This design comes from an exercise in tuning for small area, a short achievable clock period and few clock cycles on the open sky130 flow, not from production work. The RTL was checked by simulation tests, not by an equivalence proof against the original design. Power is estimated from default activity; no workload was simulated.

==> flow/design.v <==
module multicycle_datapath #(
  parameter int              XLEN     = 32,
  parameter logic [XLEN-1:0] RESET_PC = '0,
  parameter int              NREGS    = 32
) (
  input  logic            clk,
  input  logic            reset,
  output logic            mem_req,
  output logic            mem_we,
  output logic [XLEN-1:0] mem_addr,
  output logic [XLEN-1:0] mem_wdata,
  input  logic            mem_ready,
  input  logic [XLEN-1:0] mem_rdata,
  output logic [XLEN-1:0] pc,
  output logic            retire,
  output logic            halt
);
  logic [31:0] rf [1:31];           
  logic        req_fetch;           
  logic        f_stale;             
  logic [31:2] fa;                  
  logic [31:2] maddr;
  logic [31:2] pcq;                 
  logic        stop;                
  logic        bt_v;
  logic [31:2] bt_pc, bt_tgt;
  logic        d_valid, d_pred;     
  logic [31:0] d_ir;
  logic [31:2] d_pc;
  logic        e_valid, e_trap, e_wr, e_lw, e_sw, e_beq, e_jal, e_pred, e_tmis;
  logic [31:2] e_tgt;               
  logic        e_add, e_inv, e_and, e_or, e_slt, e_sll, e_srl;
  logic        e_use1, e_use2;
  logic [4:0]  e_rd, e_rs1, e_rs2;
  logic [31:0] e_a, e_b;
  logic [11:0] e_imm;
  logic        m_valid, m_lw;
  logic [4:0]  m_rd;
  logic        w_v;
  logic [4:0]  w_rd;
  logic [31:0] w_d;
  assign mem_addr = {maddr, 2'b00};
  assign pc       = {pcq, 2'b00};
  logic [6:0] opcode, f7;
  logic [2:0] f3;
  logic [4:0] rd, rs1, rs2;
  assign opcode = d_ir[6:0];
  assign rd     = d_ir[11:7];
  assign f3     = d_ir[14:12];
  assign rs1    = d_ir[19:15];
  assign rs2    = d_ir[24:20];
  assign f7     = d_ir[31:25];
  logic [31:0] imm_i, imm_j;
  assign imm_i = {{20{d_ir[31]}}, d_ir[31:20]};
  assign imm_j = {{11{d_ir[31]}}, d_ir[31], d_ir[19:12], d_ir[20], d_ir[30:21], 1'b0};
  logic is_r, is_i, is_alu, is_lw, is_sw, is_beq, is_jal, legal;
  always_comb begin
    is_r   = opcode == 7'b0110011;
    is_i   = opcode == 7'b0010011;
    is_alu = is_r || is_i;
    is_lw  = opcode == 7'b0000011;
    is_sw  = opcode == 7'b0100011;
    is_beq = opcode == 7'b1100011;
    is_jal = opcode == 7'b1101111;
    legal  = 1'b0;
    if (is_r)
      case (f3)
        3'b000:                         legal = (f7 == 7'h00) || (f7 == 7'h20);
        3'b001, 3'b010, 3'b101, 3'b110,
        3'b111:                         legal = (f7 == 7'h00);
        default:                        legal = 1'b0;
      endcase
    else if (is_i)
      legal = (f3 == 3'b000) || (f3 == 3'b010) || (f3 == 3'b110) || (f3 == 3'b111);
    else if (is_lw || is_sw)
      legal = (f3 == 3'b010);
    else if (is_beq)
      legal = (f3 == 3'b000);
    else if (is_jal)
      legal = 1'b1;
  end
  logic d_use1, d_use2;
  assign d_use1 = (is_alu || is_lw || is_sw || is_beq) && rs1 != 5'd0;
  assign d_use2 = (is_r || is_sw || is_beq) && rs2 != 5'd0;
  logic [31:0] pc4, sum, e_res, e_addr;
  logic        slt_r, e_eq;
  assign pc4   = pc + 32'd4;
  assign sum   = e_a + (e_b ^ {32{e_inv}}) + {31'd0, e_inv};
  assign slt_r = (e_a[31] != e_b[31]) ? e_a[31] : sum[31];
  logic [31:0] e_oth;
  always_comb begin
    e_oth = ({32{e_and}} & (e_a & e_b)) | ({32{e_or}} & (e_a | e_b))
          | ({32{e_sll}} & (e_a << e_b[4:0])) | ({32{e_srl}} & (e_a >> e_b[4:0]))
          | ({32{e_jal}} & pc4);
    e_res = e_add ? sum : e_oth;
    if (e_slt) e_res[0] = slt_r;
  end
  assign e_addr = e_a + {{20{e_imm[11]}}, e_imm};
  assign e_eq   = e_a == e_b;
  logic held, acc;
  assign acc  = mem_req && mem_ready;
  assign held = mem_req && !mem_ready;
  logic e_run, e_trapnow, e_mem, e_memgo, e_done, e_taken, e_redir, e_free, stop_n;
  assign e_run     = e_valid && !m_valid && !stop;
  assign e_mem     = e_lw || e_sw;
  assign e_taken   = e_jal || (e_beq && e_eq);
  assign e_trapnow = e_trap || (e_mem && e_addr[1:0] != 2'b00) || (e_taken && e_tmis);
  assign e_memgo   = e_run && !e_trapnow && e_mem && !held;
  assign e_done    = e_run && !e_trapnow && !e_mem;
  assign e_redir   = e_done && (e_taken != e_pred);
  assign e_free    = !e_valid || (e_run && !(e_mem && held));
  assign stop_n    = stop || (e_run && e_trapnow);
  logic m_done;
  assign m_done = m_valid && mem_ready;
  logic [31:0] r1, r2, op1, op2, b_early, imm_b, d_tgt;
  logic        b_reg;
  always_comb begin
    r1 = '0;
    r2 = '0;
    for (int i = 1; i < 32; i++) begin
      r1 = r1 | ({32{rs1 == 5'(i)}} & rf[i]);
      r2 = r2 | ({32{rs2 == 5'(i)}} & rf[i]);
    end
    if (e_valid && e_wr && e_rd == rs1 && !is_jal)      op1 = e_res;
    else if (m_valid && m_lw && m_rd == rs1 && !is_jal) op1 = mem_rdata;
    else if (is_jal)                                    op1 = '0;
    else if (w_v && w_rd == rs1)                        op1 = w_d;
    else                                                op1 = r1;
    b_reg = is_r || is_sw || is_beq;
    if (!b_reg)                  b_early = imm_i;
    else if (w_v && w_rd == rs2) b_early = w_d;
    else                         b_early = r2;
    if (e_valid && e_wr && e_rd == rs2 && b_reg)      op2 = e_res;
    else if (m_valid && m_lw && m_rd == rs2 && b_reg) op2 = mem_rdata;
    else                                              op2 = b_early;
  end
  assign imm_b = {{19{d_ir[31]}}, d_ir[31], d_ir[7], d_ir[30:25], d_ir[11:8], 1'b0};
  assign d_tgt = {d_pc, 2'b00} + (d_ir[3] ? imm_j : imm_b);
  logic d_take, f_ok, redir, bt_hit;
  logic [31:2] fa_n;
  assign bt_hit = bt_v && fa == bt_pc;
  assign redir  = e_redir;
  assign d_take = !d_valid || e_free;
  assign f_ok   = acc && req_fetch && !f_stale && !redir && d_take;
  always_comb begin
    if (e_redir)      fa_n = e_taken ? e_tgt : pc4[31:2];
    else if (f_ok)    fa_n = bt_hit ? bt_tgt : fa + 30'd1;
    else              fa_n = fa;
  end
  always_ff @(posedge clk) begin
    if (!reset) begin
      mem_req <= 1'b1; req_fetch <= 1'b1; mem_we <= 1'b0;
      f_stale <= 1'b0; fa <= RESET_PC[31:2]; pcq <= RESET_PC[31:2];
      d_valid <= 1'b0; e_valid <= 1'b0; m_valid <= 1'b0; w_v <= 1'b0; bt_v <= 1'b0;
      retire <= 1'b0; halt <= 1'b0; stop <= 1'b0;
    end else begin
      stop   <= stop_n;
      halt   <= halt || (stop_n && !held);
      retire <= e_done || m_done;
      if (e_done)       pcq <= e_taken ? e_tgt : pc4[31:2];
      else if (e_memgo) pcq <= pc4[31:2];
      fa <= fa_n;
      if (held) begin
        f_stale <= f_stale || (req_fetch && redir);
      end else begin
        f_stale <= 1'b0;
        if (e_memgo) begin
          mem_req <= 1'b1; req_fetch <= 1'b0; mem_we <= e_sw;
        end else if (stop_n) begin
          mem_req <= 1'b0; req_fetch <= 1'b0; mem_we <= 1'b0;
        end else begin
          mem_req <= 1'b1; req_fetch <= 1'b1; mem_we <= 1'b0;
        end
      end
      if (e_memgo)     m_valid <= 1'b1;
      else if (m_done) m_valid <= 1'b0;
      w_v <= (e_done && e_wr) || (m_done && m_lw);
      if (e_done && e_jal && !e_pred) bt_v <= 1'b1;
      if (d_take) d_valid <= f_ok;
      else if (e_redir) d_valid <= 1'b0;
      if (e_free) e_valid <= d_valid && !e_redir;
    end
  end
  always_ff @(posedge clk) begin
    if (!reset) maddr <= RESET_PC[31:2];
    else if (!held) begin
      if (e_memgo) begin
        maddr <= e_addr[31:2]; mem_wdata <= e_b;
      end else maddr <= fa_n;
    end
    if (e_memgo) begin
      m_lw <= e_lw && e_rd != 5'd0; m_rd <= e_rd;
    end
    w_rd <= m_valid ? m_rd : e_rd;
    w_d  <= m_valid ? mem_rdata : e_res;
    if (e_done && e_jal && !e_pred) begin
      bt_pc <= pcq; bt_tgt <= e_tgt;
    end
    if (d_take) begin
      d_ir <= mem_rdata; d_pc <= maddr; d_pred <= bt_hit;
    end
    if (e_free) begin
      e_trap <= !legal;
      e_pred <= d_pred;
      e_tmis <= d_ir[3] ? d_ir[21] : d_ir[8];
      e_tgt  <= d_tgt[31:2];
      e_wr   <= (is_alu || is_jal) && rd != 5'd0;
      e_lw   <= is_lw; e_sw <= is_sw; e_beq <= is_beq; e_jal <= is_jal;
      e_add  <= is_alu && f3 == 3'b000;
      e_inv  <= is_alu && ((f3 == 3'b000 && is_r && f7[5]) || f3 == 3'b010);
      e_and  <= is_alu && f3 == 3'b111;
      e_or   <= is_alu && f3 == 3'b110;
      e_slt  <= is_alu && f3 == 3'b010;
      e_sll  <= is_r && f3 == 3'b001;
      e_srl  <= is_r && f3 == 3'b101;
      e_use1 <= d_use1; e_use2 <= d_use2;
      e_rd   <= rd; e_rs1 <= rs1; e_rs2 <= rs2;
      e_a    <= op1;
      e_b    <= op2;
      e_imm  <= is_sw ? {d_ir[31:25], d_ir[11:7]} : d_ir[31:20];
    end else if (m_valid && m_lw) begin
      if (e_use1 && e_rs1 == m_rd) e_a <= mem_rdata;
      if (e_use2 && e_rs2 == m_rd) e_b <= mem_rdata;
    end
  end
  always_ff @(posedge clk) begin
    if (w_v) rf[w_rd] <= w_d;
  end
endmodule
==> flow/run.sh <==
#!/bin/bash
# synth_recipe.tcl (not shown) runs the flow's synth.tcl, then flattens the netlist and writes it again
# the make line also repeats each setting of config.mk as NAME=value (left out here)
make -C /OpenROAD-flow-scripts/flow DESIGN_CONFIG=/design/flow/config.mk WORK_HOME=/design/flow/orfs CLKGATE_MAP_FILE= SYNTH_SCRIPT=/design/flow/synth_recipe.tcl finish
==> flow/config.mk <==
export PLATFORM = sky130hd
export DESIGN_NAME = multicycle_datapath
export DESIGN_NICKNAME = multicycle_datapath
export VERILOG_FILES = /design/flow/design.v
export SDC_FILE = /design/flow/constraint.sdc
export NUM_CORES = 4
export LEC_CHECK = 0
export CAP_MARGIN = 20
export CORE_MARGIN = 2
export CORE_UTILIZATION = 40
export SETUP_SLACK_MARGIN = 4.5
export SLEW_MARGIN = 20
export TNS_END_PERCENT = 5
==> flow/constraint.sdc <==
create_clock -name core_clock -period 8.0 [get_ports {clk}]
set_input_delay 1.6000 -clock core_clock [delete_from_list [all_inputs] [get_ports {clk}]]
set_output_delay 1.6000 -clock core_clock [all_outputs]
set_load 0.01 [all_outputs]
==> results of run 1 <==
worst paths after layout:
| kind | from | endpoint | slack (ns) | cells after the start |
|---|---|---|---|---|
| hold / removal | d_pred | e_pred | 0.42 | 0 |
| setup reg to reg | d_ir[20] | e_b[26] | 3.99 | 12 |
| setup / recovery | d_ir[20] | e_b[26] | 3.99 | 12 |
| hold reg to reg | d_pred | e_pred | 0.42 | 0 |
power by group:
| part | switching, mW | internal, mW |
|---|---|---|
| clock network | 3.18 | 4.14 |
| registers | 0.633 | 8.78 |
| logic | 2.58 | 1.42 |
| total | 6.40 | 14.3 |
sequential cells by signal, indices dropped and copies added, names as in the netlist, 12 cells and up:
name and count:
d_pc 30, e_tgt 30, e_b 32, bt_pc 30, mem_wdata 32, rf 992
bt_tgt 30, maddr 30, e_a 32, pcq 30, fa 30, d_ir 32
e_imm 12, w_d 32
placed cells by master (no fill, tap or decap), types with 31 or more instances in the layout:
master           count
dfxtp_1            125
clkdlybuf4s50_1    129
a22o_1             165
a211oi_1            51
xnor2_1            118
nor3_1              76
o22ai_1             47
and3_1              34
nand4_1            131
nand2_1            376
o221ai_1            36
o21ai_0            195
edfxtp_1          1291
ha_1               152
a21o_1              56
nor4_1              41
clkbuf_16          158
inv_1               98
a22oi_1            604
mux2i_1             59
clkinv_2            31
mux4_2              53
nand3_1            128
nor2_1             360
buf_4              306
nor2_4              93
a221oi_1           173
a21oi_1            247
xor2_1              71
a222oi_1            62
area by class of cell:
type,count,area share
tap,2325,0.0351
multi-input combinational,3861,0.341
clock inverter,84,0.0121
sequential,1430,0.502
clock buffer,194,0.0497
timing repair inverter,1,0.0000906
antenna,11,0.000332
timing repair buffer,491,0.0545
inverter,109,0.00508
stage by stage:
step	instances	hold slack [ns]
after global routing	8498	0.429
final	8506	0.422
after detailed placement	8054	0.407
after floorplan	5808	0.400
after CTS	8437	0.421
after global placement	8053	0.402
timing repair:
item	in CTS	in global routing
hold endpoints to repair	0	0
gates resized for setup	159	91
endpoints found under the setup margin	371	259
buffers inserted	99	55
gates cloned	6	3
pin swaps	37	37
kinds of logic (layout without fill, tap and decap cells):
family / after synthesis / count (layout) / share of synthesized area
AO/OA/AOI/OAI: 1916 / 1916 / 0.198
XOR/XNOR: 204 / 204 / 0.0256
adder cells (fa/ha/maj): 160 / 160 / 0.0288
buffers and inverters: 519 / 879 / 0.0295
flip-flops: 1430 / 1430 / 0.591
multiplexers: 142 / 142 / 0.0303
other: 1 / 15 / 0.0000534
AND/OR/NAND/NOR: 1433 / 1435 / 0.0963
routing by layer:
metal	GRT usage	up-vias	wire length [um]
met5	0.00618	-	294
met4	0.258	18	32500
met3	0.152	1862	56700
met2	0.537	6510	142000
met1	0.450	29808	115000
li1	-	23735	-
==> impl_metrics.yaml, run 1 <==
outcome:
  status: "timing/DRC/antenna clean"
sta:
  slew_headroom: 0.143
  setup_viol: 0
  worstMarginPinSlew_ns: 1.27
  drv_slew: 0
  post-route-min-period_ns: 4.01
  fmax_mhz: 249
  setup_slack_ns: 3.99
  hold_violations: 0
  fin_crit_sh: 0.501
  finClkSkew_ns: 0.0627
  rsz0062_at_grt: "true"
  timing.setup.tns_ns: 0
clock_network:
  cts_inserted_buffers: 153
  h-tree-depth: 4
  clock-root-buffer: "clkbuf_16"
  path_clk_slew_ns: 0.06
  cts_buffer_depth: 3
  clkLatencyLatePin_ns: 0.84
  cts_tree: "yes"
  ctsHoldBuffers: 0
  clock-sinks: 1430
cells_and_area:
  final_area_um2: 82800
  final.fill_count: 15446
  area_delta_synth_final_pct: 17.9
  layout-drive-gt1-share: 0.157
  seq_area_um2: 41600
  fin_util: 0.475
  fin_nets: 6242
  multi_input_area_um2: 28300
power:
  powerDensity_nw_per_um2: 250
  p_leak_nw: 28.2
  total_power_mw: 20.7
  peakVddDrop_v: 0.000242
synthesis:
  synth-seq-cells: 1430
  syn_area_per_cell_um2: 12.1
  synth_area_um2: 70200
  synth_commonest_cells: "edfxtp_1, a22oi_1, nor2_1"
  synth.area.top_cells: "edfxtp_1, a22oi_1, dfxtp_1"
  synthCells: 5805
  synth_warnings: 1
  yosysSeqAreaShare: 0.591
  synth-edff-count: 1291
  synth.distinct_cells: 92
  netlist.area_leader.share: 0.552
  synth_top_area_cell: "edfxtp_1"
  synthFlopType: "edfxtp_1"
  ys_async_sr_fraction: 0
  synth.most_common_cell: "edfxtp_1"
routing:
  drcViolationCount: 0
  num_vias: 61933
  wire_per_inst_um: 40.7
  postRouteAntennaNets: 0
  drt-total-wl_mm: 346
  viasPerCell: 7.28
  drt-initial-drc-count: 13824
  drtPass1Iterations: 13
placement:
  hpwl_mm: 204
  routabilityCongestion: 0.994
  place_ws_ns: 2.49
  io_buffers: 130
  post_dp_cell_area_um2: 75200
run:
  maxCapViolCount: 0
grt:
  grtUsageTotal: 0.372
  grt_overflow_total: 0
  antenna_found_initial: 16
  grt_pass1_vias: 56778
  grt_pass1_wl_mm: 465
  grt_max_degree: 86
die:
  initial_utilization: 0.403
  chipHeight_um: 423
  die_w_um: 423
  ioPinCount: 135
  core-area_um2: 174000
  dieArea_um2: 179000
  rows: 153
worst_hold_path:
  hold_class: "reg -> reg"
worst_setup_path:
  cp_max_fo: 17
  crit_type: "reg -> reg"
  end_kind: "flop"
  cp-start-kind: "flop"
  timing.critical_path.buf_inv: 3
  slowest_delay_ns: 0.60
  cp.required_ns: 8.65
  slowest_stage: "or3b_2"
  worstPathCellList: "buf_12, or3b_2, nor2_4, buf_6, buf_4, a22oi_1, nand2_1, nor4_1, and4_1, a31oi_2, o22ai_1, a21oi_1"
  path_delay_family: "simple AND/OR/NAND/NOR gates"
  arrival_ns: 4.66
Testbench counts, summed over its fixed seeds: cycles 18,895.
==> run 2, diff against run 1 <==
--- a/flow/design.v
+++ b/flow/design.v
@@ -27,7 +27,10 @@
   logic        d_valid, d_pred;     
   logic [31:0] d_ir;
   logic [31:2] d_pc;
+  logic [3:0]  d_s1lo, d_s2lo;      
+  logic [7:0]  d_s1hi, d_s2hi;      
   logic        e_valid, e_trap, e_wr, e_lw, e_sw, e_beq, e_jal, e_pred, e_tmis;
+  logic        e_off8;              
   logic [31:2] e_tgt;               
   logic        e_add, e_inv, e_and, e_or, e_slt, e_sll, e_srl;
   logic        e_use1, e_use2;
@@ -100,14 +103,19 @@
   logic held, acc;
   assign acc  = mem_req && mem_ready;
   assign held = mem_req && !mem_ready;
-  logic e_run, e_trapnow, e_mem, e_memgo, e_done, e_taken, e_redir, e_free, stop_n;
+  logic e_run, e_trapnow, e_mem, e_go, e_memgo, e_done, e_taken, e_redir, e_refetch, e_free;
+  logic e_skip;
+  logic stop_n;
   assign e_run     = e_valid && !m_valid && !stop;
   assign e_mem     = e_lw || e_sw;
   assign e_taken   = e_jal || (e_beq && e_eq);
   assign e_trapnow = e_trap || (e_mem && e_addr[1:0] != 2'b00) || (e_taken && e_tmis);
-  assign e_memgo   = e_run && !e_trapnow && e_mem && !held;
-  assign e_done    = e_run && !e_trapnow && !e_mem;
-  assign e_redir   = e_done && (e_taken != e_pred);
+  assign e_refetch = e_run && !e_trapnow && e_pred && !e_jal;
+  assign e_go      = e_run && !e_trapnow && !(e_pred && !e_jal);
+  assign e_memgo   = e_go && e_mem && !held;
+  assign e_done    = e_go && !e_mem;
+  assign e_skip    = e_done && e_beq && e_eq && e_off8 && !e_pred && d_valid && !d_pred;
+  assign e_redir   = (e_done && e_taken && !e_pred && !e_skip) || e_refetch;
   assign e_free    = !e_valid || (e_run && !(e_mem && held));
   assign stop_n    = stop || (e_run && e_trapnow);
   logic m_done;
@@ -118,8 +126,8 @@
     r1 = '0;
     r2 = '0;
     for (int i = 1; i < 32; i++) begin
-      r1 = r1 | ({32{rs1 == 5'(i)}} & rf[i]);
-      r2 = r2 | ({32{rs2 == 5'(i)}} & rf[i]);
+      r1 = r1 | ({32{d_s1lo[i % 4] && d_s1hi[i / 4]}} & rf[i]);
+      r2 = r2 | ({32{d_s2lo[i % 4] && d_s2hi[i / 4]}} & rf[i]);
     end
     if (e_valid && e_wr && e_rd == rs1 && !is_jal)      op1 = e_res;
     else if (m_valid && m_lw && m_rd == rs1 && !is_jal) op1 = mem_rdata;
@@ -143,7 +151,8 @@
   assign d_take = !d_valid || e_free;
   assign f_ok   = acc && req_fetch && !f_stale && !redir && d_take;
   always_comb begin
-    if (e_redir)      fa_n = e_taken ? e_tgt : pc4[31:2];
+    if (e_refetch)    fa_n = pcq;
+    else if (e_redir) fa_n = e_tgt;
     else if (f_ok)    fa_n = bt_hit ? bt_tgt : fa + 30'd1;
     else              fa_n = fa;
   end
@@ -176,9 +185,10 @@
       else if (m_done) m_valid <= 1'b0;
       w_v <= (e_done && e_wr) || (m_done && m_lw);
       if (e_done && e_jal && !e_pred) bt_v <= 1'b1;
+      else if (e_refetch) bt_v <= 1'b0;
       if (d_take) d_valid <= f_ok;
       else if (e_redir) d_valid <= 1'b0;
-      if (e_free) e_valid <= d_valid && !e_redir;
+      if (e_free) e_valid <= d_valid && !e_redir && !e_skip;
     end
   end
   always_ff @(posedge clk) begin
@@ -198,11 +208,20 @@
     end
     if (d_take) begin
       d_ir <= mem_rdata; d_pc <= maddr; d_pred <= bt_hit;
+      for (int k = 0; k < 4; k++) begin
+        d_s1lo[k] <= mem_rdata[16:15] == 2'(k);
+        d_s2lo[k] <= mem_rdata[21:20] == 2'(k);
+      end
+      for (int k = 0; k < 8; k++) begin
+        d_s1hi[k] <= mem_rdata[19:17] == 3'(k);
+        d_s2hi[k] <= mem_rdata[24:22] == 3'(k);
+      end
     end
     if (e_free) begin
       e_trap <= !legal;
       e_pred <= d_pred;
       e_tmis <= d_ir[3] ? d_ir[21] : d_ir[8];
+      e_off8 <= {d_ir[31], d_ir[7], d_ir[30:25], d_ir[11:8]} == 12'd4;
       e_tgt  <= d_tgt[31:2];
       e_wr   <= (is_alu || is_jal) && rd != 5'd0;
       e_lw   <= is_lw; e_sw <= is_sw; e_beq <= is_beq; e_jal <= is_jal;
--- a/flow/config.mk
+++ b/flow/config.mk
@@ -10,4 +10,4 @@
 export CORE_UTILIZATION = 40
 export SETUP_SLACK_MARGIN = 4.5
 export SLEW_MARGIN = 20
-export TNS_END_PERCENT = 5
+export TNS_END_PERCENT = 20
==> impl_metrics.yaml, run 2 <==
clock_network:
  cts_tree: "yes"
  ctsHoldBuffers: 0
  clock-root-buffer: "clkbuf_16"
  clock-sinks: 1455
  clkLatencyLatePin_ns: 0.86
  cts_buffer_depth: 3
  h-tree-depth: 4
  cts_inserted_buffers: 156
  path_clk_slew_ns: 0.06
worst_setup_path:
  cp.required_ns: 8.46
  worstPathCellList: "nand3_1, nor2_4, buf_4"
  crit_type: "reg -> reg"
  regToRegEndpoint: "rf[11][18]"
  slowest_delay_ns: 1.12
  regToRegSetupSlack_ns: 4.25
  path_delay_family: "simple AND/OR/NAND/NOR gates"
  cp_max_fo: 18
  r2r_cells: 3
  timing.critical_path.buf_inv: 1
  arrival_ns: 4.21
  slowest_stage: "nor2_4"
  r2r_start: "w_v"
  end_kind: "flop"
  cp-start-kind: "flop"
synthesis:
  synth.distinct_cells: 109
  synth.area.top_cells: "edfxtp_1, a22oi_1, dfxtp_1"
  synth.most_common_cell: "edfxtp_1"
  synth-edff-count: 1316
  synth_warnings: 1
  netlist.area_leader.share: 0.550
  synth_area_um2: 71900
  synthFlopType: "edfxtp_1"
  synth_top_area_cell: "edfxtp_1"
  synthCells: 5939
  yosysSeqAreaShare: 0.588
  syn_area_per_cell_um2: 12.1
  synth-seq-cells: 1455
  synth_commonest_cells: "edfxtp_1, a22oi_1, clkbuf_1"
  ys_async_sr_fraction: 0
cells_and_area:
  area_delta_synth_final_pct: 17.8
  largest-register: "rf"
  layout-drive-gt1-share: 0.168
  fin_util: 0.474
  final_cell_mix: "edfxtp_1, a22oi_1, nor2_1"
  fin_nets: 6291
  largest_register_ff_count: 992
  final_common_cell: "edfxtp_1"
  final.fill_count: 15738
worst_hold_path:
  hold_class: "reg -> reg"
  hold_end: "e_pred"
  holdCritStartpoint: "d_pred"
  whs_path_depth: 0
sta:
  rsz0062_at_grt: "true"
  setup_slack_ns: 4.25
  timing.setup.tns_ns: 0
  fin_crit_sh: 0.469
  setup_viol: 0
  hold_violations: 0
  fmax_mhz: 267
  slew_headroom: 0.156
  finClkSkew_ns: 0.0804
  worstMarginPinSlew_ns: 1.25
  post-route-min-period_ns: 3.75
  drv_slew: 0
routing:
  wire_per_inst_um: 41.0
  postRouteAntennaNets: 0
  drtPass1Iterations: 13
  drcViolationCount: 0
  drt-total-wl_mm: 352
  drt-initial-drc-count: 15448
  viasPerCell: 7.40
  num_vias: 63596
outcome:
  status: "timing/DRC/antenna clean"
die:
  initial_utilization: 0.403
  die_w_um: 428
  chipHeight_um: 428
  dieArea_um2: 183000
  core-area_um2: 179000
  ioPinCount: 135
  rows: 155
grt:
  grt_pass1_vias: 57560
  grt_overflow_total: 0
  antenna_found_initial: 18
  grtUsageTotal: 0.363
  grt_pass1_wl_mm: 469
  grt_max_degree: 87
placement:
  io_buffers: 130
  hpwl_mm: 203
  place_ws_ns: 2.95
  routabilityCongestion: 1.02
power:
  peakVddDrop_v: 0.000205
  powerDensity_nw_per_um2: 225
  p_leak_nw: 28.9
run:
  maxCapViolCount: 0
run 2: logic make-up (layout without fill, tap and decap cells):
family,after synthesis,after routing,synth area share
AOI/OAI and AO/OA,1953,1958,0.198
adders and majority gates,160,160,0.0282
buffers and inverters,594,872,0.0327
muxes,128,128,0.0270
other,1,14,0.0000522
and+or+nand+nor,1441,1445,0.100
DFF,1455,1455,0.588
xor gates and xnor gates,207,207,0.0256
run 2: timing repair:
action / 4_1_cts / 5_1_grt
cloned: 7 / 15
resized for setup: 148 / 254
pin swaps: 24 / 84
setup buffers: 67 / 88
endpoints found under the setup margin: 428 / 312
run 2: worst max path at each step:
stage	start	depth (start not counted)	end	slack (ns)
after CTS	pcq[26]	1	pc[26]	4.28
after global placement	e_b[4]	12	maddr[29]	3.05
final	w_v	3	rf[11][18]	4.25
after floorplan	e_b[0]	14	bt_pc[10]	4.14
after detailed placement	e_b[4]	12	maddr[29]	2.95
after global routing	e_inv	15	e_b[0]	4.20
run 2: final cells by class:
class,instances,area [um2],area share
Multi-Input combinational cell,3902,29200,0.345
Sequential cell,1455,42300,0.500
Clock buffer,200,4230,0.0500
Timing Repair Buffer,463,4390,0.0518
Tap cell,2355,2950,0.0348
Clock inverter,91,1100,0.0129
Antenna cell,10,25.0,0.000296
Inverter,118,455,0.00538
run 2: metrics by stage:
| stage | power, mW | hold slack, ns | instances | cell area (um2) |
|---|---|---|---|---|
| 2_1_floorplan | 10.1 | 0.424 | 5942 | 72000 |
| 3_3_place_gp | 11.0 | 0.448 | 8114 | 75900 |
| 3_5_place_dp | 11.0 | 0.459 | 8115 | 75900 |
| 4_1_cts | 18.6 | 0.466 | 8480 | 82500 |
| 5_1_grt | 19.4 | 0.488 | 8584 | 84600 |
| 6_report | 19.1 | 0.456 | 8594 | 84700 |
run 2: power breakdown:
part / internal (mW) / switching, mW
Combinational: 1.01 / 1.76
Clock: 4.36 / 3.29
Sequential: 8.40 / 0.258
Total: 13.8 / 5.31
run 2: layer usage:
metal	GRT usage	vias to the layer above	part of all wire
li1	-	24155	-
met1	0.445	30616	0.34
met2	0.521	6826	0.41
met3	0.149	1975	0.16
met4	0.247	24	0.090
met5	0.00338	-	0.00070
Testbench counts of run 2, summed over its fixed seeds: cycles 18,385.
==> run 3, diff against run 2 <==
--- a/flow/config.mk
+++ b/flow/config.mk
@@ -8,6 +8,8 @@
 export CAP_MARGIN = 20
 export CORE_MARGIN = 2
 export CORE_UTILIZATION = 40
+export CTS_CLUSTER_DIAMETER = 100
+export CTS_CLUSTER_SIZE = 20
 export SETUP_SLACK_MARGIN = 4.5
 export SLEW_MARGIN = 20
 export TNS_END_PERCENT = 20
==> impl_metrics.yaml, run 3 <==
outcome:
  status: "timing/DRC/antenna clean"
die:
  rows: 155
  chipHeight_um: 428
  core-area_um2: 179000
  dieArea_um2: 183000
  die_w_um: 428
  ioPinCount: 135
  initial_utilization: 0.403
grt:
  busiest_layer: "met2"
  grtUsageMet3: 0.143
  antenna_found_initial: 18
  grt_max_degree: 87
  grtUsageTotal: 0.360
  grt_pass1_vias: 57021
  met2_usage: 0.523
  grt_pass1_wl_mm: 465
  grt_use_met1: 0.445
  grt_overflow_total: 0
cells_and_area:
  area_delta_synth_final_pct: 13.4
  final.fill_count: 16013
  largest-register: "rf"
  fin_nets: 6221
  largest_register_ff_count: 992
  final_cell_mix: "edfxtp_1, a22oi_1, nor2_1"
  layout-drive-gt1-share: 0.141
  final_common_cell: "edfxtp_1"
synthesis:
  synthFlopType: "edfxtp_1"
  synthCells: 5939
  synth.most_common_cell: "edfxtp_1"
  synth.area.top_cells: "edfxtp_1, a22oi_1, dfxtp_1"
  synth-edff-count: 1316
  yosysSeqAreaShare: 0.588
  netlist.area_leader.share: 0.550
  synth_warnings: 1
  synth.distinct_cells: 109
  synth_top_area_cell: "edfxtp_1"
  syn_area_per_cell_um2: 12.1
  ys_async_sr_fraction: 0
  synth_area_um2: 71900
  synth_commonest_cells: "edfxtp_1, a22oi_1, clkbuf_1"
  synth-seq-cells: 1455
routing:
  drt-total-wl_mm: 349
  wire_per_inst_um: 41.2
  postRouteAntennaNets: 0
  drtPass1Iterations: 14
  drt-initial-drc-count: 15237
  drcViolationCount: 0
  num_vias: 62798
  viasPerCell: 7.42
sta:
  drv_slew: 0
  worstMarginPinSlew_ns: 1.28
  hold_violations: 0
  setup_viol: 0
  slew_headroom: 0.147
  rsz0062_at_grt: "true"
  timing.setup.tns_ns: 0
  timing.hold.ws_ns: 0.472
  fmax_mhz: 255
  post-route-min-period_ns: 3.92
  finClkSkew_ns: 0.0739
  fin_crit_sh: 0.490
placement:
  routabilityCongestion: 1.02
  io_buffers: 130
  hpwl_mm: 203
clock_network:
  h-tree-depth: 3
  clkLatencyLatePin_ns: 0.80
  path_clk_slew_ns: 0.09
  cts_inserted_buffers: 87
  cts_tree: "yes"
  cts_buffer_depth: 3
  clock-sinks: 1455
  clock-root-buffer: "clkbuf_16"
worst_setup_path:
  arrival_ns: 4.46
  cp.required_ns: 8.54
  r2r_start: "d_s2lo[3]"
  cp-start-kind: "flop"
  regToRegSetupSlack_ns: 4.08
  crit_type: "reg -> reg"
  end_kind: "flop"
  cp_max_fo: 19
  regToRegEndpoint: "e_b[16]"
  r2r_cells: 11
power:
  peakVddDrop_v: 0.000182
  switching_share: 0.291
  clock_power_share: 0.301
  combPwrFrac: 0.166
  seq_power_share: 0.533
  powerDensity_nw_per_um2: 199
  p_int_mw: 11.5
  p_leak_nw: 27.5
  p_sw_mw: 4.72
worst_hold_path:
  holdCritStartpoint: "d_pred"
  hold_end: "e_pred"
  whs_path_depth: 0
  hold_class: "reg -> reg"
run:
  maxCapViolCount: 0
[run 3: cell types whose count changed in the layout (fill, tap and decap cells not counted), moves of 7 or more]
cell,before,now
clkbuf_16,171,97
clkinv_2,30,0
clkinv_1,23,1
clkbuf_1,31,52
bufinv_16,18,0
buf_4,264,281
buf_6,39,26
clkbuf_8,10,0
o21ai_2,22,13
and2_4,21,14
o21ai_1,39,46
[run 3: critical path, cell delays in order (launching register included)]
cell	delay (ns)
edfxtp_1	0.59
and2_2	0.78
buf_4	0.60
a22o_1	0.25
a221oi_1	0.06
nand4_1	0.15
nor3_1	0.07
nand4_1	0.09
o21ai_0	0.37
o21ai_0	0.31
o21ai_0	0.12
a21oi_1	0.25
[run 3: routing by layer]
layer	part of all wire	up-vias
met5	0.00076	-
met4	0.089	22
met3	0.16	1917
met2	0.41	6713
met1	0.34	30210
li1	-	23936
[run 3: cell type report]
cell class / count / area (um2) / area share
antenna: 14 / 35.0 / 0.000430
clock buffer: 141 / 2420 / 0.0297
clock inverter: 13 / 244 / 0.00299
inverter: 118 / 458 / 0.00562
multi-input combinational: 3900 / 28800 / 0.353
sequential: 1455 / 42300 / 0.519
tap: 2355 / 2950 / 0.0361
timing repair buffer: 464 / 4300 / 0.0527
[run 3: timing repair]
action / 4_1_cts / 5_1_grt
cloned: 7 / 11
pin swaps: 31 / 46
buffers inserted: 80 / 79
setup endpoints to repair: 417 / 329
resized for setup: 161 / 144
hold buffers: 0 / 0
[run 3: worst max-delay path by stage]
stage / startpoint / end
CTS: e_inv / e_b[0]
floorplan: e_b[0] / bt_pc[10]
global route: e_inv / e_b[0]
detailed placement: e_b[4] / maddr[29]
global placement: e_b[4] / maddr[29]
finish: d_s2lo[3] / e_b[16]
[run 3: through the flow]
step,cells,cell area (um2),worst slack [ns],utilization,power [mW]
after floorplan,5942,72000,4.14,-,10.1
after global placement,8114,75900,3.05,0.425,11.0
after detailed placement,8115,75900,2.95,0.425,11.0
after CTS,8356,80000,4.30,0.448,15.9
after global routing,8446,81500,4.15,0.456,16.5
final,8460,81500,4.08,0.456,16.2
[run 3: cells by family (layout without fill, tap and decap cells)]
| family | Yosys count | after routing | share of synthesized area |
|---|---|---|---|
| adder cells (fa/ha/maj) | 160 | 160 | 0.0282 |
| AO/OA/AOI/OAI | 1953 | 1956 | 0.198 |
| other | 1 | 18 | 0.0000522 |
| flip-flops | 1455 | 1455 | 0.588 |
| multiplexers | 128 | 128 | 0.0270 |
| buffers and inverters | 594 | 736 | 0.0327 |
| AND/OR/NAND/NOR | 1441 | 1445 | 0.100 |
| XOR/XNOR | 207 | 207 | 0.0256 |
[run 3: power by group through the flow]
stage	Combinational, mW	Clock, mW	Sequential [mW]
final	2.69	4.89	8.65
after global routing	2.76	5.13	8.65
after CTS	2.37	4.87	8.64
after detailed placement	2.13	0	8.88
after global placement	2.13	0	8.87
after floorplan	1.36	0	8.70
==> run 4, diff against run 3 <==
--- a/flow/design.v
+++ b/flow/design.v
@@ -27,8 +27,7 @@
   logic        d_valid, d_pred;     
   logic [31:0] d_ir;
   logic [31:2] d_pc;
-  logic [3:0]  d_s1lo, d_s2lo;      
-  logic [7:0]  d_s1hi, d_s2hi;      
+  logic [31:1] d_s1, d_s2;          
   logic        e_valid, e_trap, e_wr, e_lw, e_sw, e_beq, e_jal, e_pred, e_tmis;
   logic        e_off8;              
   logic [31:2] e_tgt;               
@@ -42,6 +41,7 @@
   logic        w_v;
   logic [4:0]  w_rd;
   logic [31:0] w_d;
+  logic [31:1] w_en;                
   assign mem_addr = {maddr, 2'b00};
   assign pc       = {pcq, 2'b00};
   logic [6:0] opcode, f7;
@@ -126,8 +126,8 @@
     r1 = '0;
     r2 = '0;
     for (int i = 1; i < 32; i++) begin
-      r1 = r1 | ({32{d_s1lo[i % 4] && d_s1hi[i / 4]}} & rf[i]);
-      r2 = r2 | ({32{d_s2lo[i % 4] && d_s2hi[i / 4]}} & rf[i]);
+      r1 = r1 | ({32{d_s1[i]}} & rf[i]);
+      r2 = r2 | ({32{d_s2[i]}} & rf[i]);
     end
     if (e_valid && e_wr && e_rd == rs1 && !is_jal)      op1 = e_res;
     else if (m_valid && m_lw && m_rd == rs1 && !is_jal) op1 = mem_rdata;
@@ -202,19 +202,17 @@
       m_lw <= e_lw && e_rd != 5'd0; m_rd <= e_rd;
     end
     w_rd <= m_valid ? m_rd : e_rd;
+    for (int k = 1; k < 32; k++)
+      w_en[k] <= (e_done && e_wr && e_rd == 5'(k)) || (m_done && m_lw && m_rd == 5'(k));
     w_d  <= m_valid ? mem_rdata : e_res;
     if (e_done && e_jal && !e_pred) begin
       bt_pc <= pcq; bt_tgt <= e_tgt;
     end
     if (d_take) begin
       d_ir <= mem_rdata; d_pc <= maddr; d_pred <= bt_hit;
-      for (int k = 0; k < 4; k++) begin
-        d_s1lo[k] <= mem_rdata[16:15] == 2'(k);
-        d_s2lo[k] <= mem_rdata[21:20] == 2'(k);
-      end
-      for (int k = 0; k < 8; k++) begin
-        d_s1hi[k] <= mem_rdata[19:17] == 3'(k);
-        d_s2hi[k] <= mem_rdata[24:22] == 3'(k);
+      for (int k = 1; k < 32; k++) begin
+        d_s1[k] <= mem_rdata[19:15] == 5'(k);
+        d_s2[k] <= mem_rdata[24:20] == 5'(k);
       end
     end
     if (e_free) begin
@@ -243,6 +241,7 @@
     end
   end
   always_ff @(posedge clk) begin
-    if (w_v) rf[w_rd] <= w_d;
+    for (int k = 1; k < 32; k++)
+      if (w_en[k]) rf[k] <= w_d;
   end
 endmodule
==> impl_metrics.yaml, run 4 <==
synthesis:
  syn_area_per_cell_um2: 12.4
  synth_area_um2: 72900
  synth_commonest_cells: "edfxtp_1, nor2_1, a22oi_1"
  synth-edff-count: 1354
  yosysSeqAreaShare: 0.604
  synthFlopType: "edfxtp_1"
  synthCells: 5865
  synth.distinct_cells: 92
  netlist.area_leader.share: 0.557
  synth_top_area_cell: "edfxtp_1"
  synth_warnings: 2
  synth-seq-cells: 1524
  synth.most_common_cell: "edfxtp_1"
  synth.area.top_cells: "edfxtp_1, dfxtp_1, a22o_1"
  ys_async_sr_fraction: 0
cells_and_area:
  area_delta_synth_final_pct: 13.9
  final_area_um2: 83100
  fin_nets: 6246
  layout-drive-gt1-share: 0.140
  largest-register: "rf"
  final_common_cell: "edfxtp_1"
  final_cell_mix: "edfxtp_1, nor2_1, a22oi_1"
  largest_register_ff_count: 992
routing:
  drt-total-wl_mm: 354
  viasPerCell: 7.38
  postRouteAntennaNets: 0
  wire_per_inst_um: 41.6
  drtPass1Iterations: 10
  num_vias: 62778
  drcViolationCount: 0
  drt-initial-drc-count: 13868
placement:
  hpwl_mm: 207
  io_buffers: 130
  post_dp_cell_area_um2: 77400
  routabilityCongestion: 0.995
outcome:
  status: "timing/DRC/antenna clean"
run:
  maxCapViolCount: 0
clock_network:
  cts_inserted_buffers: 89
  path_clk_slew_ns: 0.09
  cts_buffer_depth: 3
  h-tree-depth: 3
  clkLatencyLatePin_ns: 0.83
  cts_tree: "yes"
  clock-sinks: 1524
  clock-root-buffer: "clkbuf_16"
  ctsHoldBuffers: 0
grt:
  grt_max_degree: 78
  antenna_found_initial: 21
  grtUsageTotal: 0.367
  grt_pass1_wl_mm: 476
  grt_overflow_total: 0
  grt_pass1_vias: 57840
worst_setup_path:
  end_kind: "flop"
  slowest_delay_ns: 0.94
  arrival_ns: 4.37
  path_delay_family: "compound AO/OA/AOI/OAI gates"
  cp-start-kind: "flop"
  worstPathCellList: "buf_4, a22o_1, a221oi_1, nand4_1, nor3_2, a211oi_1, a21oi_1, a211oi_1, a21oi_1, o21ai_0"
  timing.critical_path.buf_inv: 1
  cp_max_fo: 25
  crit_type: "reg -> reg"
  cp.required_ns: 8.58
  slowest_stage: "edfxtp_1"
sta:
  rsz0062_at_grt: "true"
  slew_headroom: 0.204
  setup_viol: 0
  fmax_mhz: 264
  timing.setup.tns_ns: 0
  worstMarginPinSlew_ns: 1.19
  finClkSkew_ns: 0.0952
  post-route-min-period_ns: 3.79
  fin_crit_sh: 0.473
  drv_slew: 0
  hold_violations: 0
power:
  powerDensity_nw_per_um2: 252
  peakVddDrop_v: 0.000195
  p_leak_nw: 27.8
worst_hold_path:
  hold_class: "reg -> reg"
die:
  rows: 156
  core-area_um2: 181000
  initial_utilization: 0.403
  ioPinCount: 135
  chipHeight_um: 431
  dieArea_um2: 186000
  die_w_um: 431
==> run 4: changes by cell type in the layout (fill, tap and decap cells not counted), sizes merged, moves of 38 or more <==
cell    previous run  this run
edfxtp          1316      1354
buf              325       372
a22o             191       308
nor2             349       387
o22ai             22        66
and2              98        27
a22oi            569       353
a21oi            248       295
a221oi           194       307
==> run 4: per-stage QoR <==
step                      setup WS (ns)  instances  hold WS [ns]  power [mW]   util
after global placement             2.77       8162         0.457        14.9  0.427
final                              4.21       8504         0.470        20.9  0.459
after floorplan                    3.72       5868         0.424        12.7      -
after CTS                          4.30       8402         0.476        20.2  0.450
after global routing               4.33       8498         0.486        21.3  0.459
after detailed placement           2.74       8164         0.455        15.0  0.428
==> run 4: layer usage <==
layer,wire length [um],global-route usage,vias to the layer above
met5,519,0,-
li1,-,-,24042
met1,118000,0.445,30446
met4,32400,0.254,40
met2,147000,0.533,6446
met3,55900,0.149,1804
==> run 4: kinds of logic after synthesis <==
group	Yosys count	synth area share
DFF	1524	0.604
xor gates and xnor gates	206	0.0249
and+or+nand+nor	1338	0.0885
buffers and inverters	539	0.0288
muxes	121	0.0278
AOI/OAI and AO/OA	1976	0.198
adders and majority gates	160	0.0278
other	1	0.0000514
==> run 4: worst reg2reg max path: cells and delay by family, from the launching register on <==
| family | cells | cell delay [ns] |
|---|---|---|
| AOI/OAI and AO/OA | 7 | 1.61 |
| DFF | 1 | 0.94 |
| buffers and inverters | 1 | 0.75 |
| and+or+nand+nor | 2 | 0.29 |
==> run 4: timing repair <==
| action | CTS | global route |
|---|---|---|
| endpoints found under the setup margin | 630 | 342 |
| gates resized for setup | 168 | 194 |
| pin swaps | 19 | 45 |
| cloned | 10 | 2 |
| setup buffers | 64 | 89 |
==> run 4: power breakdown <==
group / internal, mW / switching [mW] / leakage [nW] / total [mW]
clock network: 2.23 / 2.86 / 1.31 / 5.09
logic: 1.98 / 3.62 / 12.3 / 5.61
registers: 9.43 / 0.816 / 14.2 / 10.2
==> run 4: cell type report <==
cell class,count,area [um2]
Timing Repair Buffer,507,4660
Clock buffer,149,2470
Fill cell,16172,97900
Inverter,118,495
Antenna cell,10,25.0
Sequential cell,1524,44200
Tap cell,2370,2970
Multi-Input combinational cell,3810,28000
Timing Repair inverter,1,8.76
Clock inverter,15,283
==> run 4: final timing paths <==
path / cells after the start / from / to / slack (ns)
max: 10 / d_s2[17] / e_b[4] / 4.21
min: 2 / halt / halt / 0.47
max reg2reg: 10 / d_s2[17] / e_b[4] / 4.21
min reg2reg: 2 / halt / halt / 0.47
Testbench counts of run 4, summed over its fixed seeds: cycles 18,385.
==> run 5, diff against run 4 <==
--- a/flow/config.mk
+++ b/flow/config.mk
@@ -8,8 +8,6 @@
 export CAP_MARGIN = 20
 export CORE_MARGIN = 2
 export CORE_UTILIZATION = 40
-export CTS_CLUSTER_DIAMETER = 100
-export CTS_CLUSTER_SIZE = 20
 export SETUP_SLACK_MARGIN = 4.5
 export SLEW_MARGIN = 20
 export TNS_END_PERCENT = 20
==> impl_metrics.yaml, run 5 <==
grt:
  grt_pass1_wl_mm: 479
  antenna_found_initial: 26
  grt_overflow_total: 0
  grt_max_degree: 78
  grt_use_met1: 0.445
  grtUsageTotal: 0.370
  busiest_layer: "met2"
  grtUsageMet3: 0.154
  grt_pass1_vias: 58658
  met2_usage: 0.536
cells_and_area:
  fin_cells: 8643
  area_delta_synth_final_pct: 17.5
  largest-register: "rf"
  final_cell_mix: "edfxtp_1, nor2_1, a22oi_1"
  largest_register_ff_count: 992
  fin_util: 0.474
  final.fill_count: 15975
  fin_nets: 6323
  final_common_cell: "edfxtp_1"
  layout-drive-gt1-share: 0.160
  final_area_um2: 85700
power:
  p_sw_mw: 7.86
  peakVddDrop_v: 0.000190
  powerDensity_nw_per_um2: 274
  seq_power_share: 0.436
  switching_share: 0.334
  p_leak_nw: 29.1
  clock_power_share: 0.324
  p_int_mw: 15.6
  combPwrFrac: 0.240
worst_setup_path:
  crit_cells: 10
  path_delay_family: "compound AO/OA/AOI/OAI gates"
  timing.critical_path.buf_inv: 1
  cp-start-kind: "flop"
  cp_max_fo: 25
  crit_type: "reg -> reg"
  cp.required_ns: 8.55
  arrival_ns: 4.31
  slowest_stage: "edfxtp_1"
  r2r_cells: 10
  slowest_delay_ns: 0.76
  worstPathCellList: "buf_4, a22o_1, a221oi_1, nand3_1, nor3_1, a211oi_1, a21oi_1, mux2i_1, nand2_1, a31oi_1"
  end_kind: "flop"
die:
  core-area_um2: 181000
  dieArea_um2: 186000
  initial_utilization: 0.403
  die_w_um: 431
  ioPinCount: 135
  chipHeight_um: 431
  rows: 156
placement:
  io_buffers: 130
  routabilityCongestion: 0.995
  hpwl_mm: 207
  post-place-cells: 8164
  post_dp_cell_area_um2: 77400
synthesis:
  synthFlopType: "edfxtp_1"
  synth-edff-count: 1354
  synth_commonest_cells: "edfxtp_1, nor2_1, a22oi_1"
  ys_async_sr_fraction: 0
  synth_top_area_cell: "edfxtp_1"
  syn_area_per_cell_um2: 12.4
  synth.area.top_cells: "edfxtp_1, dfxtp_1, a22o_1"
  synth-seq-cells: 1524
  synth_warnings: 2
  synth_area_um2: 72900
  synth.most_common_cell: "edfxtp_1"
  synthCells: 5865
  yosysSeqAreaShare: 0.604
  netlist.area_leader.share: 0.557
  synth.distinct_cells: 92
sta:
  finClkSkew_ns: 0.0762
  drv_slew: 0
  fmax_mhz: 266
  hold_violations: 0
  post-route-min-period_ns: 3.76
  setup_viol: 0
  slew_headroom: 0.214
  timing.hold.ws_ns: 0.463
  timing.setup.tns_ns: 0
  worstMarginPinSlew_ns: 1.18
  rsz0062_at_grt: "true"
  fin_crit_sh: 0.470
run:
  maxCapViolCount: 0
worst_hold_path:
  whs_path_depth: 2
  hold_class: "reg -> reg"
routing:
  drcViolationCount: 0
  wire_per_inst_um: 41.3
  postRouteAntennaNets: 0
  drt-total-wl_mm: 357
  viasPerCell: 7.36
  num_vias: 63590
  drt-initial-drc-count: 14709
  drtPass1Iterations: 11
clock_network:
  ctsHoldBuffers: 0
  h-tree-depth: 4
  cts_buffer_depth: 3
  cts_inserted_buffers: 159
  cts_tree: "yes"
  clkLatencyLatePin_ns: 0.86
  clock-sinks: 1524
  clock-root-buffer: "clkbuf_16"
  path_clk_slew_ns: 0.06
outcome:
  status: "timing/DRC/antenna clean"
run 5: cell counts after synthesis:
Identical to the previous run, type by type.
run 5: worst reg2reg max path, delay by kind of cell (launching register included):
kind | cells | cell delay [ns]
buffers and inverters | 1 | 0.56
multiplexers | 1 | 0.13
AO/OA/AOI/OAI | 5 | 1.24
AND/OR/NAND/NOR | 3 | 0.80
flip-flops | 1 | 0.76
run 5: per-stage QoR:
stage	power, mW	setup slack, ns
4_1_cts	22.7	4.27
5_1_grt	23.9	4.33
2_1_floorplan	12.7	3.72
3_5_place_dp	15.0	2.74
6_report	23.5	4.24
3_3_place_gp	14.9	2.77
run 5: path summary, 6_finish.rpt:
kind / start / to / slack (ns)
worst max register to register: d_s2[17] / e_b[2] / 4.24
worst min register to register: halt / halt / 0.46
worst max-delay path: d_s2[17] / e_b[2] / 4.24
worst min-delay path: halt / halt / 0.46
run 5: cell families after synthesis:
family / after synthesis / share of synthesized area
buf+inv: 539 / 0.0288
flops: 1524 / 0.604
mux: 121 / 0.0278
other cells: 1 / 0.0000514
fa+ha+maj: 160 / 0.0278
xor+xnor: 206 / 0.0249
compound gates: 1976 / 0.198
simple gates: 1338 / 0.0885
run 5: final cells by class:
class	instances	area, um2	share of cell area
sequential	1524	44200	0.515
multi-input combinational	3809	28100	0.327
timing repair buffer	515	4730	0.0552
clock buffer	207	4310	0.0503
tap	2370	2970	0.0346
clock inverter	85	937	0.0109
inverter	118	495	0.00578
antenna	14	35.0	0.000409
timing repair inverter	1	8.76	0.000102
run 5: routing by layer:
metal  part of all wire  wire length [um]
met5             0.0011               406
met4              0.090             32000
met3               0.16             56700
met2               0.42            149000
met1               0.33            119000
run 5: power groups by stage:
stage,clock (mW),combinational [mW],sequential [mW]
after floorplan,0,2.66,10.1
after global placement,0,4.46,10.5
after detailed placement,0,4.47,10.5
after CTS,7.60,4.89,10.2
after global routing,7.90,5.77,10.3
final,7.61,5.63,10.2
run 5: what timing repair did:
action	4_1_cts	5_1_grt
setup endpoints to repair	616	361
buffers inserted	62	95
pin swaps	16	51
gates cloned	9	5
gates resized for setup	150	214
==> run 6, diff against run 5 <==
--- a/flow/config.mk
+++ b/flow/config.mk
@@ -7,7 +7,9 @@
 export LEC_CHECK = 0
 export CAP_MARGIN = 20
 export CORE_MARGIN = 2
-export CORE_UTILIZATION = 40
+export CORE_UTILIZATION = 60
+export CTS_CLUSTER_DIAMETER = 100
+export CTS_CLUSTER_SIZE = 20
 export SETUP_SLACK_MARGIN = 4.5
 export SLEW_MARGIN = 20
 export TNS_END_PERCENT = 20
==> impl_metrics.yaml, run 6 <==
clock_network:
  h-tree-depth: 3
  cts_buffer_depth: 3
  cts_tree: "yes"
  clkLatencyLatePin_ns: 0.75
  clock-root-buffer: "clkbuf_16"
  cts_inserted_buffers: 86
  ctsHoldBuffers: 0
  clock-sinks: 1524
  path_clk_slew_ns: 0.09
sta:
  slew_headroom: 0.124
  fmax_mhz: 258
  drv_slew: 0
  rsz0062_at_grt: "true"
  finClkSkew_ns: 0.0527
  worstMarginPinSlew_ns: 1.31
  setup_viol: 0
  hold_violations: 0
  fin_crit_sh: 0.484
  post-route-min-period_ns: 3.87
  setup_slack_ns: 4.13
  timing.setup.tns_ns: 0
die:
  initial_utilization: 0.606
  dieArea_um2: 124000
  die_w_um: 353
  chipHeight_um: 353
  core-area_um2: 120000
  ioPinCount: 135
  rows: 127
worst_setup_path:
  timing.critical_path.buf_inv: 3
  r2r_cells: 12
  end_kind: "flop"
  regToRegSetupSlack_ns: 4.13
  cp_max_fo: 42
  worstPathCellList: "buf_4, buf_4, nor3_1, buf_4, nand3b_1, o2111ai_1, a221oi_2, a21oi_2, nor2_1, a211oi_1, a21oi_1, o21ai_0"
  crit_top_cell: "buf_4"
  cp-start-kind: "flop"
  cp.required_ns: 8.47
  regToRegEndpoint: "e_b[1]"
  slowest_stage: "nor3_1"
  path_delay_family: "compound AO/OA/AOI/OAI gates"
  slowest_delay_ns: 0.70
  r2r_start: "e_b[2]"
  crit_type: "reg -> reg"
  arrival_ns: 4.34
  cp-startpoint: "e_b[2]"
synthesis:
  synth-seq-cells: 1524
  synth.distinct_cells: 92
  synthCells: 5865
  synth_commonest_cells: "edfxtp_1, nor2_1, a22oi_1"
  synth_top_area_cell: "edfxtp_1"
  synth_warnings: 2
  synth.area.top_cells: "edfxtp_1, dfxtp_1, a22o_1"
  synth.most_common_cell: "edfxtp_1"
  ys_async_sr_fraction: 0
  synth-edff-count: 1354
  synth_area_um2: 72900
  netlist.area_leader.share: 0.557
  synthFlopType: "edfxtp_1"
  syn_area_per_cell_um2: 12.4
  yosysSeqAreaShare: 0.604
placement:
  place_ws_ns: 2.83
  post-place-cells: 7362
  io_buffers: 130
  post_dp_cell_area_um2: 76100
  routabilityCongestion: 1.02
  hpwl_mm: 187
routing:
  drt-initial-drc-count: 14619
  drcViolationCount: 0
  wire_per_inst_um: 43.1
  postRouteAntennaNets: 0
  viasPerCell: 8.21
  drtPass1Iterations: 12
  drt-total-wl_mm: 328
  num_vias: 62521
cells_and_area:
  fin_cells: 7614
  largest-register: "rf"
  layout-drive-gt1-share: 0.109
  final_area_um2: 80300
  final_common_cell: "edfxtp_1"
  final_cell_mix: "edfxtp_1, nor2_1, a22oi_1"
  area_delta_synth_final_pct: 10.1
  fin_nets: 6124
  largest_register_ff_count: 992
power:
  powerDensity_nw_per_um2: 253
  clock_power_share: 0.236
  p_leak_nw: 27.0
  seq_power_share: 0.501
  combPwrFrac: 0.262
  peakVddDrop_v: 0.000242
  p_int_mw: 13.4
  p_sw_mw: 6.96
  switching_share: 0.342
grt:
  grt_max_degree: 127
  grtUsageTotal: 0.510
  grt_pass1_wl_mm: 444
  grt_pass1_vias: 57437
  antenna_found_initial: 19
  grt_overflow_total: 0
worst_hold_path:
  hold_class: "reg -> reg"
  whs_path_depth: 2
  holdCritStartpoint: "halt"
  hold_end: "halt"
run:
  maxCapViolCount: 0
outcome:
  status: "timing/DRC/antenna clean"
==> run 6: cell counts after synthesis <==
No cell type changed its count.
==> run 6: logic make-up (layout without fill, tap and decap cells) <==
kind of cell / Yosys count / after routing / share of synthesized area
AOI/OAI and AO/OA: 1976 / 1977 / 0.198
and+or+nand+nor: 1338 / 1339 / 0.0885
other: 1 / 7 / 0.0000514
xor gates and xnor gates: 206 / 206 / 0.0249
muxes: 121 / 121 / 0.0278
adders and majority gates: 160 / 160 / 0.0278
DFF: 1524 / 1524 / 0.604
buffers and inverters: 539 / 668 / 0.0288
==> run 6: layout make-up <==
cell class / count / area, um2
diodes: 3 / 7.51
clock buffers: 152 / 2450
clock inverters: 6 / 101
fillers: 8912 / 40000
inverters: 118 / 457
multi-input cells: 3807 / 27600
flip-flops and latches: 1524 / 44100
well taps: 1612 / 2020
repair buffers: 391 / 3560
repair inverters: 1 / 5.00
==> run 6: timing repair <==
action	4_1_cts	5_1_grt
gates resized for setup	144	77
gates cloned	5	2
endpoints found under the setup margin	579	288
pin swaps	20	9
buffers inserted	68	13
==> run 6: per-stage QoR <==
step	power, mW	util	hold slack (ns)
6_report	20.3	0.668	0.461
5_1_grt	20.6	0.668	0.474
4_1_cts	19.7	0.664	0.463
3_5_place_dp	14.8	0.633	0.448
3_3_place_gp	14.8	0.632	0.443
2_1_floorplan	12.7	-	0.424
==> run 6: tightest hold or removal path, cell delays in order, from the launching register on <==
cell,delay [ns]
dfxtp_1,0.32
nand2_1,0.06
nand2_1,0.04
==> run 6: worst max-delay path by stage <==
stage | endpoint | cells after the start
floorplan | bt_pc[10] | 8
global placement | e_b[13] | 10
detailed placement | e_b[13] | 10
CTS | pc[10] | 1
global route | w_d[19] | 14
finish | e_b[1] | 12
==> run 6: power by group through the flow <==
stage          combinational, mW  clock, mW  sequential [mW]
6_report                    5.33       4.81             10.2
5_1_grt                     5.42       5.03             10.2
4_1_cts                     4.83       4.75             10.1
3_5_place_dp                4.38          0             10.5
3_3_place_gp                4.37          0             10.4
2_1_floorplan               2.66          0             10.1
==> run 6: routing by layer <==
layer / GRT usage / vias to the layer above / part of all wire
met2: 0.716 / 6962 / 0.40
met3: 0.223 / 2229 / 0.18
met4: 0.422 / 28 / 0.11
met1: 0.605 / 29503 / 0.31
met5: 0 / - / 0.00063
li1: - / 23799 / -

[port drivers added, routing unchanged]
The flow's constraints put no driver on any port. The routed layouts listed below were extracted and timed again, unchanged, in two steps.
Step 1 (the two cells are an assumption about what drives the block):
set clk [get_ports {clk}]
set_driving_cell -lib_cell sky130_fd_sc_hd__clkbuf_16 $clk
set_driving_cell -lib_cell sky130_fd_sc_hd__buf_2 [delete_from_list [all_inputs] $clk]
Step 2, shift: input delay + t, output delay - t, t = (earliest + latest rising clock arrival at the registers) / 2. This alone moves slack from input paths to output paths.
Three values: no drivers, after step 1, after step 2; two values: the first two.
run | t, ns | setup slack, ns | worst setup path at the end
run 1 | 0.891 | 3.989 / 3.989 / 3.675 | input to register
run 2 | 0.903 | 4.249 / 4.249 / 3.838 | input to register
run 3 | 0.845 | 4.083 / 4.083 / 3.687 | input to register
run 4 | 0.873 | 4.214 / 4.214 / 3.679 | input to register
run 5 | 0.913 | 4.239 / 4.213 / 3.649 | input to register
run 6 | 0.806 | 4.131 / 4.131 / 3.659 | input to register
After both steps setup and hold are still met in every run listed. The setup slack of run 5, which loses most, moves by -0.026 ns with the drivers and by -0.590 ns with both steps.
